This design comes from an exercise in tuning for small area and a short achievable clock period on the open sky130 flow, not from production work. The RTL was checked by simulation tests, not by an equivalence proof against the original design. Power figures rest on the tool's default switching activity, not on a simulated workload.

`flow/design.v`:
```
package lsu_pkg;
  localparam int ILEN           = 32;
  localparam int EXCEPTION_SIZE = 16;
  localparam logic [4:0] OPC_LOAD  = 5'b00000;
  localparam logic [4:0] OPC_STORE = 5'b01000;
  localparam logic [2:0] F3_B  = 3'b000;
  localparam logic [2:0] F3_H  = 3'b001;
  localparam logic [2:0] F3_W  = 3'b010;
  localparam logic [2:0] F3_BU = 3'b100;
  localparam logic [2:0] F3_HU = 3'b101;
  typedef struct packed {
    logic       is_load;
    logic [2:0] func3;
    logic [1:0] offset;
  } lsu_load_info_t;
endpackage
module lsu_req
(
  input  logic                                clk,
  input  logic                                rstn,
  input  logic                                ex_stall,
  input  logic                                id_bubble,
  input  logic                                pipe_flush,
  input  logic [lsu_pkg::ILEN          -1:0]  id_instr,
  input  logic [lsu_pkg::EXCEPTION_SIZE-1:0]  id_exception,
  input  logic [31:0]                         opa,
  input  logic [31:0]                         opb,
  output logic                                lsu_bubble,
  output logic [lsu_pkg::EXCEPTION_SIZE-1:0]  lsu_exception,
  output logic                                req_ld,
  output logic [3:0]                          we,
  output logic [7:0]                          lo,
  output logic [15:0]                         hi,
  output logic [1:0]                          req_off,
  output logic [2:0]                          req_f3,
  output logic [31:0]                         req_d
);
  logic [4:0]  opcode;
  logic [2:0]  func3;
  logic        is_load;
  logic        is_store;
  logic        accept;
  logic [1:0]  off_ld, off_st;
  logic [7:0]  lo_ld, lo_st;
  logic [15:0] hi_ld, hi_st;
  logic [1:0]  off;
  logic        accepted;
  logic        sw;
  logic [3:0]  be;
  logic [31:0] wd;
  assign opcode   = id_instr[6:2];
  assign func3    = id_instr[14:12];
  assign is_load  = (opcode == lsu_pkg::OPC_LOAD);
  assign is_store = (opcode == lsu_pkg::OPC_STORE);
  assign accept   = !ex_stall && !id_bubble && !pipe_flush &&
                    !(|id_exception) && (is_load || is_store);
  lsu_adec u_adec_ld (
    .a   (opa[8:0]),
    .b   (opb[8:0]),
    .off (off_ld),
    .lo  (lo_ld),
    .hi  (hi_ld)
  );
  lsu_adec u_adec_st (
    .a   (opa[8:0]),
    .b   ({id_instr[28:25], id_instr[11:7]}),
    .off (off_st),
    .lo  (lo_st),
    .hi  (hi_st)
  );
  assign off      = is_store ? off_st : off_ld;
  assign sw       = func3[1];
  assign be[0] = sw || (off == 2'd0);
  assign be[1] = sw || (off == 2'd1) || (func3[0] && off == 2'd0);
  assign be[2] = sw || (off == 2'd2) || (func3[0] && off == 2'd1);
  assign be[3] = sw || (off == 2'd3) || (func3[0] && off == 2'd2);
  assign wd[ 7: 0] = opb[7:0];
  assign wd[15: 8] = (!sw && off == 2'd1) ? opb[7:0] : opb[15:8];
  assign wd[23:16] = sw ? opb[23:16] : (off == 2'd1) ? opb[15:8] : opb[7:0];
  assign wd[31:24] = sw ? opb[31:24] : (off == 2'd2) ? opb[15:8] : opb[7:0];
  always_ff @(posedge clk, negedge rstn)
    if (!rstn)
    begin
      req_ld   <= 1'b0;
      accepted <= 1'b0;
    end
    else
    begin
      req_ld <= accept && is_load;
      if (!ex_stall)
        accepted <= accept;
    end
  assign lsu_bubble = !accepted;
  assign lo = is_store ? lo_st : lo_ld;
  assign hi = is_store ? hi_st : hi_ld;
  assign we = {4{accept && is_store}} & be;
  always_ff @(posedge clk)
  begin
    req_off <= off;
    req_f3  <= func3;
    req_d   <= wd;
  end
  always_ff @(posedge clk, negedge rstn)
    if (!rstn)
      lsu_exception <= '0;
    else if (!ex_stall)
      lsu_exception <= id_exception;
endmodule
module lsu_adec
(
  input  logic [8:0]  a,
  input  logic [8:0]  b,
  output logic [1:0]  off,
  output logic [7:0]  lo,
  output logic [15:0] hi
);
  logic [2:0]  s_off;
  logic [5:0]  s_c5;
  logic [2:0]  m;
  logic [3:0]  n;
  logic [7:0]  lo0;
  logic [15:0] hi0;
  assign s_off = {1'b0, a[1:0]} + {1'b0, b[1:0]};
  assign s_c5  = {1'b0, a[4:0]} + {1'b0, b[4:0]};
  assign m     = a[4:2] + b[4:2];
  assign n     = a[8:5] + b[8:5];
  assign off   = s_off[1:0];
  always_comb
  begin
    for (int i = 0; i < 8; i++)
      lo0[i] = (m == 3'(i));
    for (int i = 0; i < 16; i++)
      hi0[i] = (n == 4'(i));
  end
  assign lo = s_off[2] ? {lo0[6:0], lo0[7]}   : lo0;
  assign hi = s_c5[5]  ? {hi0[14:0], hi0[15]} : hi0;
endmodule
module lsu_load_align
(
  input  logic        clk,
  input  logic        rstn,
  input  logic        req_ld,
  input  logic [1:0]  req_off,
  input  logic [2:0]  req_f3,
  input  logic [31:0] q0,
  input  logic [31:0] q1,
  output logic [31:0] lsu_r,
  output logic        lsu_r_valid
);
  logic        ld_q;
  logic [2:0]  f3_q;
  logic [1:0]  off_q;
  logic [31:0] s;
  logic [31:0] result;
  always_ff @(posedge clk, negedge rstn)
    if (!rstn)
    begin
      ld_q        <= 1'b0;
      lsu_r_valid <= 1'b0;
    end
    else
    begin
      ld_q        <= req_ld;
      lsu_r_valid <= ld_q;
    end
  always_ff @(posedge clk)
  begin
    f3_q  <= req_f3;
    off_q <= req_off;
  end
  assign s = (q0 | q1) >> {off_q, 3'b000};
  always_comb
    case (f3_q)
      lsu_pkg::F3_B  : result = 32'($signed(s[7:0]));
      lsu_pkg::F3_BU : result = 32'(s[7:0]);
      lsu_pkg::F3_H  : result = 32'($signed(s[15:0]));
      lsu_pkg::F3_HU : result = 32'(s[15:0]);
      default        : result = s;
    endcase
  always_ff @(posedge clk)
    lsu_r <= result;
endmodule
module dmem_sram
(
  input  logic        clk,
  input  logic        rstn,
  input  logic [3:0]  we,
  input  logic [7:0]  lo,
  input  logic [15:0] hi,
  input  logic [31:0] d,
  output logic [31:0] q0,
  output logic [31:0] q1
);
  dmem_half u_half0 (
    .clk  (clk),
    .rstn (rstn),
    .we   (we),
    .lo  (lo),
    .hi  (hi[7:0]),
    .d   (d),
    .q   (q0)
  );
  dmem_half u_half1 (
    .clk  (clk),
    .rstn (rstn),
    .we   (we),
    .lo  (lo),
    .hi  (hi[15:8]),
    .d   (d),
    .q   (q1)
  );
endmodule
module dmem_half
(
  input  logic        clk,
  input  logic        rstn,
  input  logic [3:0]  we,
  input  logic [7:0]  lo,
  input  logic [7:0]  hi,
  input  logic [31:0] d,
  output logic [31:0] q
);
  logic [63:0][31:0] mem;
  logic [7:0][3:0]   hw_n;
  logic [63:0][3:0]  en;
  logic [31:0][7:0]  grp;
  logic [31:0]       rd;
  logic [1:0][7:0]   lo_q;
  logic [7:0]        lo_n_q;
  logic [7:0]        hi_q;
  logic [7:0]        hi_w_q;
  logic [3:0]        we_q;
  dmem_reg8 u_hi_r (
    .clk (clk),
    .d   (hi),
    .q   (hi_q)
  );
  always_ff @(posedge clk, negedge rstn)
    if (!rstn)
      we_q <= '0;
    else
      we_q <= we;
  dmem_reg8 u_hi_w_r (
    .clk (clk),
    .d   (hi),
    .q   (hi_w_q)
  );
  dmem_reg8 u_lo_n_r (
    .clk (clk),
    .d   (~lo),
    .q   (lo_n_q)
  );
  for (genvar c = 0; c < 2; c++)
  begin : g_lo
    dmem_reg8 u_lo_r (
      .clk (clk),
      .d   (lo),
      .q   (lo_q[c])
    );
  end
  for (genvar j = 0; j < 8; j++)
  begin : g_hw
    assign hw_n[j] = ~({4{hi_w_q[j]}} & we_q);
  end
  for (genvar w = 0; w < 64; w++)
  begin : g_word
    for (genvar k = 0; k < 4; k++)
    begin : g_en
      dmem_nor2 u_en (
        .a (lo_n_q[w % 8]),
        .b (hw_n[w / 8][k]),
        .y (en[w][k])
      );
    end
    for (genvar k = 0; k < 4; k++)
    begin : g_lane
      always_ff @(posedge clk)
        if (en[w][k])
          mem[w][8*k +: 8] <= d[8*k +: 8];
    end
  end
  for (genvar b = 0; b < 32; b++)
  begin : g_bit
    for (genvar j = 0; j < 8; j++)
    begin : g_grp
      dmem_sel8 u_sel (
        .a ({mem[8*j+7][b], mem[8*j+6][b], mem[8*j+5][b], mem[8*j+4][b],
             mem[8*j+3][b], mem[8*j+2][b], mem[8*j+1][b], mem[8*j][b]}),
        .s (lo_q[b / 16]),
        .y (grp[b][j])
      );
    end
    dmem_sel8 u_grp (
      .a (grp[b]),
      .s (hi_q),
      .y (rd[b])
    );
  end
  always_ff @(posedge clk)
    q <= rd;
endmodule
module dmem_sel8
(
  input  logic [7:0] a,
  input  logic [7:0] s,
  output logic       y
);
  assign y = |(a & s);
endmodule
module dmem_nor2
(
  input  logic a,
  input  logic b,
  output logic y
);
  assign y = ~(a | b);
endmodule
module dmem_reg8
(
  input  logic       clk,
  input  logic [7:0] d,
  output logic [7:0] q
);
  always_ff @(posedge clk)
    q <= d;
endmodule
module lsu_top
#(
  parameter int XLEN      = 32,
  parameter int MEM_WORDS = 128
)
(
  input  logic                      clk,
  input  logic                      rstn,
  input  logic                      ex_stall,
  input  logic                      id_bubble,
  input  logic                      pipe_flush,
  input  logic [lsu_pkg::ILEN          -1:0] id_instr,
  input  logic [lsu_pkg::EXCEPTION_SIZE-1:0] id_exception,
  input  logic [XLEN          -1:0] opa,
  input  logic [XLEN          -1:0] opb,
  output logic                      lsu_bubble,
  output logic [lsu_pkg::EXCEPTION_SIZE-1:0] lsu_exception,
  output logic [XLEN          -1:0] lsu_r,
  output logic                      lsu_r_valid
);
  logic        req_ld;
  logic [3:0]  we;
  logic [7:0]  lo;
  logic [15:0] hi;
  logic [1:0]  req_off;
  logic [2:0]  req_f3;
  logic [31:0] req_d;
  logic [31:0] q0;
  logic [31:0] q1;
  lsu_req u_lsu_req (
    .clk           (clk),
    .rstn          (rstn),
    .ex_stall      (ex_stall),
    .id_bubble     (id_bubble),
    .pipe_flush    (pipe_flush),
    .id_instr      (id_instr),
    .id_exception  (id_exception),
    .opa           (opa),
    .opb           (opb),
    .lsu_bubble    (lsu_bubble),
    .lsu_exception (lsu_exception),
    .req_ld        (req_ld),
    .we            (we),
    .lo            (lo),
    .hi            (hi),
    .req_off       (req_off),
    .req_f3        (req_f3),
    .req_d         (req_d)
  );
  dmem_sram u_dmem_sram (
    .clk  (clk),
    .rstn (rstn),
    .we   (we),
    .lo  (lo),
    .hi  (hi),
    .d   (req_d),
    .q0  (q0),
    .q1  (q1)
  );
  lsu_load_align u_lsu_load_align (
    .clk         (clk),
    .rstn        (rstn),
    .req_ld      (req_ld),
    .req_off     (req_off),
    .req_f3      (req_f3),
    .q0          (q0),
    .q1          (q1),
    .lsu_r       (lsu_r),
    .lsu_r_valid (lsu_r_valid)
  );
endmodule
```
`flow/flow/run.sh`:
```
#!/bin/bash
# The standard layout (standard.sh, unchanged synthesis and steps) with two
# changes to how the layout is made:
#  - CTS puts tree buffers at most 200 um apart (CTS_BUF_DISTANCE), which
#    gives this design's clock tree less insertion delay than the default;
#  - the port buffers start as buf_4 (BUFFER_PORTS_ARGS) instead of the slow
#    delay cell buffer_ports picks by default.
# make's full output goes to standard.log here; each ORFS step keeps its own
# log under orfs/logs/.
set -euo pipefail
export CTS_BUF_DISTANCE=200
export BUFFER_PORTS_ARGS="-buffer_cell sky130_fd_sc_hd__buf_4"
bash standard.sh > standard.log 2>&1
```
`flow/standard.sh`:
```
#!/bin/bash
# synth_recipe.tcl (not shown) runs the flow's synth.tcl, then flattens the netlist and writes it again
# the make line also repeats each setting of config.mk as NAME=value (left out here)
make -C /OpenROAD-flow-scripts/flow DESIGN_CONFIG=/design/flow/config.mk WORK_HOME=/design/flow/orfs CLKGATE_MAP_FILE= SYNTH_SCRIPT=/design/flow/synth_recipe.tcl "${@:-finish}"
```
`flow/config.mk`:
```
export PLATFORM = sky130hd
export DESIGN_NAME = lsu_top
export DESIGN_NICKNAME = lsu_top
export VERILOG_FILES = /design/flow/design.v
export SDC_FILE = /design/flow/constraint.sdc
export NUM_CORES = 4
export LEC_CHECK = 0
export CAP_MARGIN = 20
export CELL_PAD_IN_SITES_DETAIL_PLACEMENT = 1
export CORE_MARGIN = 2
export CORE_UTILIZATION = 47
export CTS_CLUSTER_DIAMETER = 90
export CTS_CLUSTER_SIZE = 25
export PLACE_DENSITY = 0.6
export SETUP_SLACK_MARGIN = 2.6
export SLEW_MARGIN = 20
export SYNTH_HIERARCHICAL = 1
```
`flow/constraint.sdc`:
```
create_clock -name core_clock -period 5.0 [get_ports {clk}]
set_input_delay 1.0000 -clock core_clock [delete_from_list [all_inputs] [get_ports {clk}]]
set_output_delay 1.0000 -clock core_clock [all_outputs]
set_load 0.01 [all_outputs]
```
==> results of run 1 <==
[layout by cell type (no fill, tap or decap), drive strengths merged, types with 10 or more instances in the layout]
cell type and instances:
a21oi 17, a22oi 2304, a2bb2oi 16, a31oi 18, buf 309, clkbuf 297, dfrtp 28, dfxtp 218
diode 12, edfxtp 4096, ha 16, inv 29, mux2 48, mux2i 10, nand2 99, nand3 26
nand4 580, nor2 558, nor3 35, o21a 15, o21ai 64, xnor2 10
[worst max-delay path by stage]
stage                                      startpoint                             to  cells past startpoint
after CTS                 u_dmem_sram.u_half1.we_q[0]  u_dmem_sram.u_half1.mem[1092]                      2
after global placement      u_lsu_load_align.off_q[0]     u_lsu_load_align.lsu_r[23]                      4
after detailed placement                  id_instr[2]    u_dmem_sram.u_half1.we_q[1]                      5
after floorplan                                opa[0]            u_lsu_req.req_d[12]                      6
final                     u_dmem_sram.u_half1.we_q[0]  u_dmem_sram.u_half1.mem[1154]                      2
after global routing      u_dmem_sram.u_half1.we_q[0]  u_dmem_sram.u_half1.mem[1154]                      2
[power by group through the flow]
stage,clock network [mW],logic [mW],registers (mW)
finish,18.2,7.84,42.3
detailed placement,0,7.09,43.3
floorplan,0,2.76,43.0
global route,19.5,8.14,42.4
CTS,18.5,7.40,42.4
global placement,0,6.87,43.2
[per-module statistics from Yosys (local to each module, per instance), excerpt]
module | cells inside | flops+latches
dmem_half | 2128 | 2084
lsu_req | 208 | 55
lsu_load_align | 195 | 39
lsu_adec | 77 | 0
dmem_reg8 | 8 | 8
dmem_sel8 | 5 | 0
dmem_nor2 | 1 | 0
[sequential cells by signal (all words and copies together) (netlist names), 16 cells and up]
name / count
u_dmem_sram.u_half0.mem: 2048
u_lsu_req.req_d: 32
u_dmem_sram.u_half1.g_lo.u_lo_r.q: 16
u_dmem_sram.u_half1.q: 32
u_dmem_sram.u_half0.g_lo.u_lo_r.q: 16
u_lsu_req.lsu_exception: 16
u_dmem_sram.u_half0.q: 32
u_lsu_load_align.lsu_r: 32
u_dmem_sram.u_half1.mem: 2048
[cell type report]
cell class | instances | share of cell area, %
timing repair buffer | 309 | 1.759
antenna | 12 | 0.01770
inverter | 26 | 0.05901
tap | 4346 | 3.206
clock buffer | 297 | 3.183
multi-input combinational | 3887 | 16.06
sequential | 4342 | 75.68
clock inverter | 5 | 0.03762
[critical path: stages, from the launching register on]
cell                      delay (ns)
sky130_fd_sc_hd__dfrtp_1        0.86
sky130_fd_sc_hd__nand2_1        0.58
sky130_fd_sc_hd__nor2_1         0.76
[per-layer routing]
metal	up-vias	routed length, um	global-route usage (%)
li1	36340	-	-
met3	724	34570	3.303
met5	-	40	0
met2	4245	222700	43.42
met1	46420	176900	35.60
met4	6	20900	11.16
[timing repair]
action                                   CTS  global route
endpoints found under the hold margin      0             0
resized for setup                        172           193
setup buffers                             16            17
endpoints found under the setup margin  2341          1520
pin swaps                                  4            11
cloned                                     1             0
[cell families after synthesis]
logic type,after synthesis,share of synthesized area [%]
AOI/OAI and AO/OA,2461,11.88
xor gates and xnor gates,16,0.1004
adders and majority gates,22,0.2073
buffers and inverters,57,0.1676
DFF,4342,82.89
muxes,58,0.4147
and+or+nand+nor,1329,4.335
==> impl_summary.txt, run 1 <==
----------------------------------------------------
[Timing]
  Fmax ... 0.3790 GHz
  Max-slew violation count ... 0
  Slew margin rel. ... 12.96%
  Fin crit share ... 52.77%
  Layout Skew ... 0.06569 ns
  Final number of setup-violating endpoints ... 0
  Smallest hold slack ... 0.03731 ns
  Final sum of negative setup slack ... 0 ns
  Setup repair after global routing missed its margin ... yes
  Worst Max-Slew Pin Slew ... 1.306 ns
  Final worst setup slack ... 2.361 ns
  Hold Violations, Final ... 0
  Time the worst path needs with I/O delays and setup ... 2.639 ns

[Place]
  Hpwl dp ... 271800 um
  Placer congestion estimate ... 0.9035
  Setup slack after placement ... 1.548 ns
  Area of placed instances ... 162400 um2
  Port-buffer cells ... 128
  Dpl cells ... 12870

[Yosys]
  Share of synthesized flip-flops with an asynchronous set or reset ... 0.6449%
  Yosys top cell area share ... 79.61%
  Largest cells by area after synthesis ... sky130_fd_sc_hd__edfxtp_1, sky130_fd_sc_hd__a22oi_1, sky130_fd_sc_hd__dfxtp_1
  Portion of the post-synthesis area used by sequential elements ... 82.89%
  Mapped cell area ... 154500 um2
  Most used flip-flop cell after synthesis ... sky130_fd_sc_hd__edfxtp_1
  Number of enable-type register cells in the synthesized netlist ... 4096
  Number of nets produced by synthesis ... 8424
  Synthesized flop and latch total ... 4342
  Yosys cell types ... 61
  Avg Inst Size Synth ... 18.65 um2
  Commonest cells in the netlist ... sky130_fd_sc_hd__edfxtp_1, sky130_fd_sc_hd__a22oi_1, sky130_fd_sc_hd__nand4_1
  Top cell type by total area after synthesis ... sky130_fd_sc_hd__edfxtp_1
  Yosys warning total ... 11
  Cell count after synthesis ... 8285
  Count leader, synth ... sky130_fd_sc_hd__edfxtp_1

[Cells and area]
  Register Area ... 128400 um2
  Number of filler cells placed in the layout ... 29340
  Final design instance area without fill ... 169600 um2
  Post-route non-filler standard cell count ... 13220
  Area of the multi-input gates ... 27240 um2
  Util after Layout ... 51.86%
  Layout cell share with drive strength beyond 1 ... 11.30%
  Area grow syn2layout ... 9.801%
  Count of nets after finishing ... 8902

[Power and ir drop]
  Cell-internal power ... 50.38 mW
  Relative contribution of the clock network to total power ... 26.7%
  Switching share of power ... 26.36%
  Psw ... 18.03 mW
  Max VDD drop ... 289.6 uV
  Fraction of power consumed by combinational cells ... 11.5%
  Power per cell area ... 403.3 nW/um2
  Leakage Power ... 49.97 nW
  Portion of total power attributed to sequential cells ... 61.9%
  Total power draw ... 68.41 mW

[Floorplan]
  Die Ht ... 577.3 um
  Standard-cell rows ... 210
  Io pins ... 167
  Placeable core region ... 327100 um2
  Die width ... 577.3 um
  DIE AREA ... 333300 um2
  Starting utilization of the core area ... 47.23%

[Clock network]
  Later-pin clock latency in the skew report ... 0.88 ns
  Clock buffers created by TritonCTS ... 197
  Clock root buffer master ... sky130_fd_sc_hd__clkbuf_16
  Max H-tree Level ... 4
  Hold bufs inserted after CTS ... 0
  Number of clock sinks ... 4342
  TritonCTS clock tree ... built
  Maximum buffer depth of the clock tree ... 4
  Clock-pin slew of the registers on the worst-case setup and hold paths ... 0.10 ns

[Worst setup path]
  Register-to-Register Path Depth ... 2
  Data arrival at the endpoint of the critical path ... 3.09 ns
  Worst path required time ... 5.46 ns
  Max Fanout on Critical Path ... 8
  Class of the most critical setup path ... register to register
  Slack of the worst reg-to-reg path ... 2.36 ns
  Start of the worst register-to-register path ... u_dmem_sram.u_half1.we_q[0]
  Kind of end point of the critical path ... register
  Endpoint of the worst register-to-register path ... u_dmem_sram.u_half1.mem[1154]
  Startpoint kind of the worst setup timing path ... register

[Route]
  Aggregate routed wire length ... 455100 um
  Post-detailed-route wirelength per cell ... 34.41 um
  1st-iter DRT viols ... 11280
  Drt pass-1 iters ... 6
  DRC violation count after routing ... 0
  Routed via count divided by cell count ... 6.635
  Vias after detailed routing ... 87740
  Antenna Violating Nets Remaining ... 0

[GRT]
  Wire length of the first global-routing pass ... 637900 um
  Number of global-route vias before repair ... 87990
  Antenna violations before repair ... 32
  Grt ovf ... 0
  Total global routing track utilization ... 26.36%
  Maximum number of pins on one net before global-route repair ... 97

[Flow run]
  Max capacitance violation total ... 0

[Worst hold path]
  Path class of the lowest-slack min-delay path ... input port to asynchronous set/reset pin

[Run status]
  Status ... complete, no violations

----------------------------------------------------
==> run 2: changes to the inputs <==
--- a/flow/design.v
+++ b/flow/design.v
@@ -228,8 +228,6 @@
   logic [1:0][7:0]   lo_q;
   logic [7:0]        lo_n_q;
   logic [7:0]        hi_q;
-  logic [7:0]        hi_w_q;
-  logic [3:0]        we_q;
   dmem_reg8 u_hi_r (
     .clk (clk),
     .d   (hi),
@@ -237,14 +235,10 @@
   );
   always_ff @(posedge clk, negedge rstn)
     if (!rstn)
-      we_q <= '0;
+      hw_n <= '1;
     else
-      we_q <= we;
-  dmem_reg8 u_hi_w_r (
-    .clk (clk),
-    .d   (hi),
-    .q   (hi_w_q)
-  );
+      for (int j = 0; j < 8; j++)
+        hw_n[j] <= ~({4{hi[j]}} & we);
   dmem_reg8 u_lo_n_r (
     .clk (clk),
     .d   (~lo),
@@ -258,10 +252,6 @@
       .q   (lo_q[c])
     );
   end
-  for (genvar j = 0; j < 8; j++)
-  begin : g_hw
-    assign hw_n[j] = ~({4{hi_w_q[j]}} & we_q);
-  end
   for (genvar w = 0; w < 64; w++)
   begin : g_word
     for (genvar k = 0; k < 4; k++)
==> run 2 against run 1 <==
Compared with the run above:
- final cell count increased by 0.68%
- clock power increased by 3%
- largest cell class unchanged
- maximum frequency increased by 4.5%
- non-clock buffer count decreased by 6
- sequential power increased by 0.9%
- largest power group unchanged
- combinational power decreased by 0.8%
==> impl_summary.txt, run 2 <==
----------------------------------------------------
[Run status]
  Status ... complete, no violations

[Route]
  Drt pass-1 iters ... 6 (unchanged)
  Routed via count divided by cell count ... 6.652 (+0.26%)
  DRC violation count after routing ... 0 (unchanged)
  Aggregate routed wire length ... 456700 um (+0.35%)
  Post-detailed-route wirelength per cell ... 34.30 um (-0.32%)
  Antenna Violating Nets Remaining ... 0 (unchanged)
  Vias after detailed routing ... 88560 (+0.94%)
  1st-iter DRT viols ... 11240 (-0.39%)

[Floorplan]
  Io pins ... 167 (unchanged)
  DIE AREA ... 335800 um2 (+0.75%)
  Placeable core region ... 330000 um2 (+0.88%)
  Die width ... 579.5 um (+0.37%)
  Standard-cell rows ... 211 (+0.48%)
  Starting utilization of the core area ... 47.17% (-0.060 points)
  Die Ht ... 579.5 um (+0.37%)

[Place]
  Setup slack after placement ... 1.541 ns (-0.007450 ns)
  Port-buffer cells ... 128 (unchanged)
  Area of placed instances ... 163800 um2 (+0.84%)
  Placer congestion estimate ... 0.8786 (-2.8%)
  Hpwl dp ... 279500 um (+2.8%)
  Dpl cells ... 12930 (+0.47%)

[Cells and area]
  Most used cells in the layout excluding fill and tap cells ... sky130_fd_sc_hd__edfxtp_1, sky130_fd_sc_hd__a22oi_1, sky130_fd_sc_hd__nand4_1
  Area grow syn2layout ... 9.574%
  Layout cell share with drive strength beyond 1 ... 9.453% (-1.8 points)
  Final design instance area without fill ... 170600 um2 (+0.54%)
  Post-route non-filler standard cell count ... 13310 (+0.68%)
  Util after Layout ... 51.68% (-0.17 points)
  Count of nets after finishing ... 8938 (+0.40%)
  Most frequent standard cell in the layout excluding fill and tap cells ... sky130_fd_sc_hd__edfxtp_1
  Largest regs ... u_dmem_sram.u_half0.mem: 2048 flops, u_dmem_sram.u_half1.mem: 2048 flops

[Yosys]
  Largest cells by area after synthesis ... sky130_fd_sc_hd__edfxtp_1, sky130_fd_sc_hd__a22oi_1, sky130_fd_sc_hd__dfxtp_1
  Cell count after synthesis ... 8325 (+0.48%)
  Portion of the post-synthesis area used by sequential elements ... 83.02% (+0.13 points)
  Top cell type by total area after synthesis ... sky130_fd_sc_hd__edfxtp_1
  Most used flip-flop cell after synthesis ... sky130_fd_sc_hd__edfxtp_1
  Yosys cell types ... 62 (+1.6%)
  Number of nets produced by synthesis ... 8464 (+0.47%)
  Share of synthesized flip-flops with an asynchronous set or reset ... 1.917% (+1.3 points)
  Dominant combinational cell family by area after synthesis ... compound AO/OA/AOI/OAI gates
  Commonest cells in the netlist ... sky130_fd_sc_hd__edfxtp_1, sky130_fd_sc_hd__a22oi_1, sky130_fd_sc_hd__nand4_1
  Mapped cell area ... 155700 um2 (+0.75%)
  Post-synthesis share of cell area spent on full adders, half adders and majority gates ... 0.2058% (-0.0015 points)
  Compound-Gate Fraction of Synth Area ... 11.79% (-0.089 points)
  Synthesized flop and latch total ... 4382 (+0.92%)
  Number of enable-type register cells in the synthesized netlist ... 4096 (unchanged)
  Count leader, synth ... sky130_fd_sc_hd__edfxtp_1
  Yosys warning total ... 11 (unchanged)
  Avg Inst Size Synth ... 18.70 um2 (+0.27%)
  Yosys top cell area share ... 79.02% (-0.59 points)
  Multiplexer fraction of the synthesized cell area ... 0.4116% (-0.0031 points)
  Area fraction in and, or, nand and nor cells after synthesis ... 4.303% (-0.032 points)
  XOR/XNOR Fraction of Synth Area ... 0.09968% (-0.00075 points)

[Timing]
  Hold Violations, Final ... 0 (unchanged)
  Layout Skew ... 0.06046 ns (-0.005236 ns)
  Time the worst path needs with I/O delays and setup ... 2.525 ns (-0.1140 ns)
  Smallest hold slack ... 0.2173 ns (+0.1800 ns)
  Final sum of negative setup slack ... 0 ns (unchanged)
  Fmax ... 0.3961 GHz (+4.5%)
  Final number of setup-violating endpoints ... 0 (unchanged)
  Fin crit share ... 50.49% (-2.3 points)
  Worst Max-Slew Pin Slew ... 1.319 ns (+0.01362 ns)
  Setup repair after global routing missed its margin ... yes
  Final worst setup slack ... 2.475 ns (+0.1140 ns)
  Max-slew violation count ... 0 (unchanged)
  Slew margin rel. ... 11.52% (-1.4 points)

[GRT]
  Total global routing track utilization ... 26.56% (+0.21 points)
  Number of global-route vias before repair ... 88230 (+0.28%)
  Grt ovf ... 0 (unchanged)
  Antenna violations before repair ... 21 (-34%)
  Wire length of the first global-routing pass ... 647500 um (+1.5%)
  Maximum number of pins on one net before global-route repair ... 95 (-2.1%)

[Worst hold path]
  Hold Startpoint ... id_instr[14]
  Path class of the lowest-slack min-delay path ... input port to register

[Worst setup path]
  Max Fanout on Critical Path ... 32 (+24)
  Startpoint kind of the worst setup timing path ... register
  Class of the most critical setup path ... register to register
  Start of the worst register-to-register path ... u_dmem_sram.u_half1.g_lo[0].u_lo_r.q[2]
  Data arrival at the endpoint of the critical path ... 3.17 ns (+0.08 ns)
  Worst path required time ... 5.64 ns (+0.18 ns)
  Origin of the worst setup path ... u_dmem_sram.u_half1.g_lo[0].u_lo_r.q[2]
  Kind of end point of the critical path ... register

[Flow run]
  Max capacitance violation total ... 0 (unchanged)

[Clock network]
  Clock-pin slew of the registers on the worst-case setup and hold paths ... 0.10 ns (about the same)
  Clock root buffer master ... sky130_fd_sc_hd__clkbuf_16
  TritonCTS clock tree ... built
  Clock buffers created by TritonCTS ... 199 (+1.0%)
  Maximum buffer depth of the clock tree ... 4 (unchanged)
  Later-pin clock latency in the skew report ... 0.91 ns (+0.03 ns)
  Max H-tree Level ... 4 (unchanged)
  Number of clock sinks ... 4382 (+0.92%)
  Hold bufs inserted after CTS ... 0 (unchanged)

[Power and ir drop]
  Total power draw ... 69.22 mW (+1.2%)
  Leakage Power ... 50.61 nW (+1.3%)
  Power per cell area ... 405.9 nW/um2 (+0.64%)
  Max VDD drop ... 289.3 uV (-0.11%)

----------------------------------------------------
run 2: worst paths after layout:
path	end	slack [ns]	cells after the start
worst max-delay path	u_dmem_sram.u_half1.q[15]	2.48	5
worst min-delay path	u_lsu_req.req_f3[2]	0.22	1
worst max register to register	u_dmem_sram.u_half1.q[15]	2.48	5
worst min register to register	u_lsu_load_align.off_q[1]	0.32	0
max in group asynchronous	u_lsu_load_align.lsu_r_valid	4.12	1
min in group asynchronous	u_lsu_req.lsu_exception[0]	0.28	1
run 2: Yosys stat by module, one instance, submodules excluded, excerpt:
module,times used,flops+latches,area [um2]
dmem_reg8,8,8,160.2
lsu_adec,2,0,579.3
lsu_load_align,1,39,1642
dmem_half,2,2112,63150
dmem_sel8,576,0,36.28
lsu_req,1,55,2449
dmem_nor2,512,0,3.754
run 2: kinds of logic (layout without fill, tap and decap cells):
group,after synthesis,after routing
buf+inv,57,659
xor+xnor,16,16
mux,58,58
flops,4382,4382
simple gates,1329,1330
fa+ha+maj,22,22
other cells,0,20
compound gates,2461,2461
run 2: cell type report:
cell class                 count  area [um2]
antenna                       20       50.05
clock buffer                 318        5585
clock inverter                12       173.9
fill                       29760      159400
inverter                      26       100.1
multi-input combinational   3887       26670
sequential                  4382      129500
tap                         4366        5463
timing repair buffer         303        2980
run 2: where the power goes:
group,leakage [nW],internal [mW],switching (mW)
Sequential,39.9,40.9,1.75
Clock,2.76,7.85,10.9
Combinational,7.95,2.30,5.48
run 2: worst max-delay path, stage by stage (launching register included):
cell and delay [ns]:
sky130_fd_sc_hd__dfxtp_4 0.54, sky130_fd_sc_hd__buf_4 0.36, sky130_fd_sc_hd__a22oi_1 0.36, sky130_fd_sc_hd__nand4_1 0.22, sky130_fd_sc_hd__a22oi_1 0.43, sky130_fd_sc_hd__nand4_1 0.35
run 2: repair_timing:
item,CTS,global route
gates cloned,1,1
pin swaps,7,10
resized for setup,94,35
setup endpoints to repair,169,84
setup buffers,16,12
run 2: metal layers:
metal	wire length (um)	GRT usage (%)	vias up
met3	35560	3.104	647
met5	41	0	-
met4	19440	10.22	6
li1	-	-	36470
met1	181500	37.09	47160
met2	220200	43.08	4276

re-timing with driven ports:
The results above use ideal ports. As a check the final layouts listed here were re-extracted and re-timed, cells and wires unchanged. Step 1: set_driving_cell puts a clkbuf_16 on clk and a buf_2 on each other input, an assumption about the parent block. Step 2 moves the port delays by t, midway between the first and last clock arrival at a register: inputs arrive t later, outputs are due t later. That takes back most of the time a late clock gives input paths. Three values: ideal, step 1, step 2; two values: the first two.
run | t, ns | slack for setup (ns) | worst hold slack (ns) | worst setup path after step 2
run 1 | 0.961 | 2.361 / 2.361 / 1.690 | 0.037 / -0.042 / 0.332 | input to register
run 2 | 0.980 | 2.475 / 2.436 / 1.657 | 0.217 / 0.150 / 0.316 | input to register
After both steps every run listed still meets setup and hold. For run 2, which loses most, drivers alone change the setup slack by -0.039 ns; drivers and shift together by -0.818 ns.
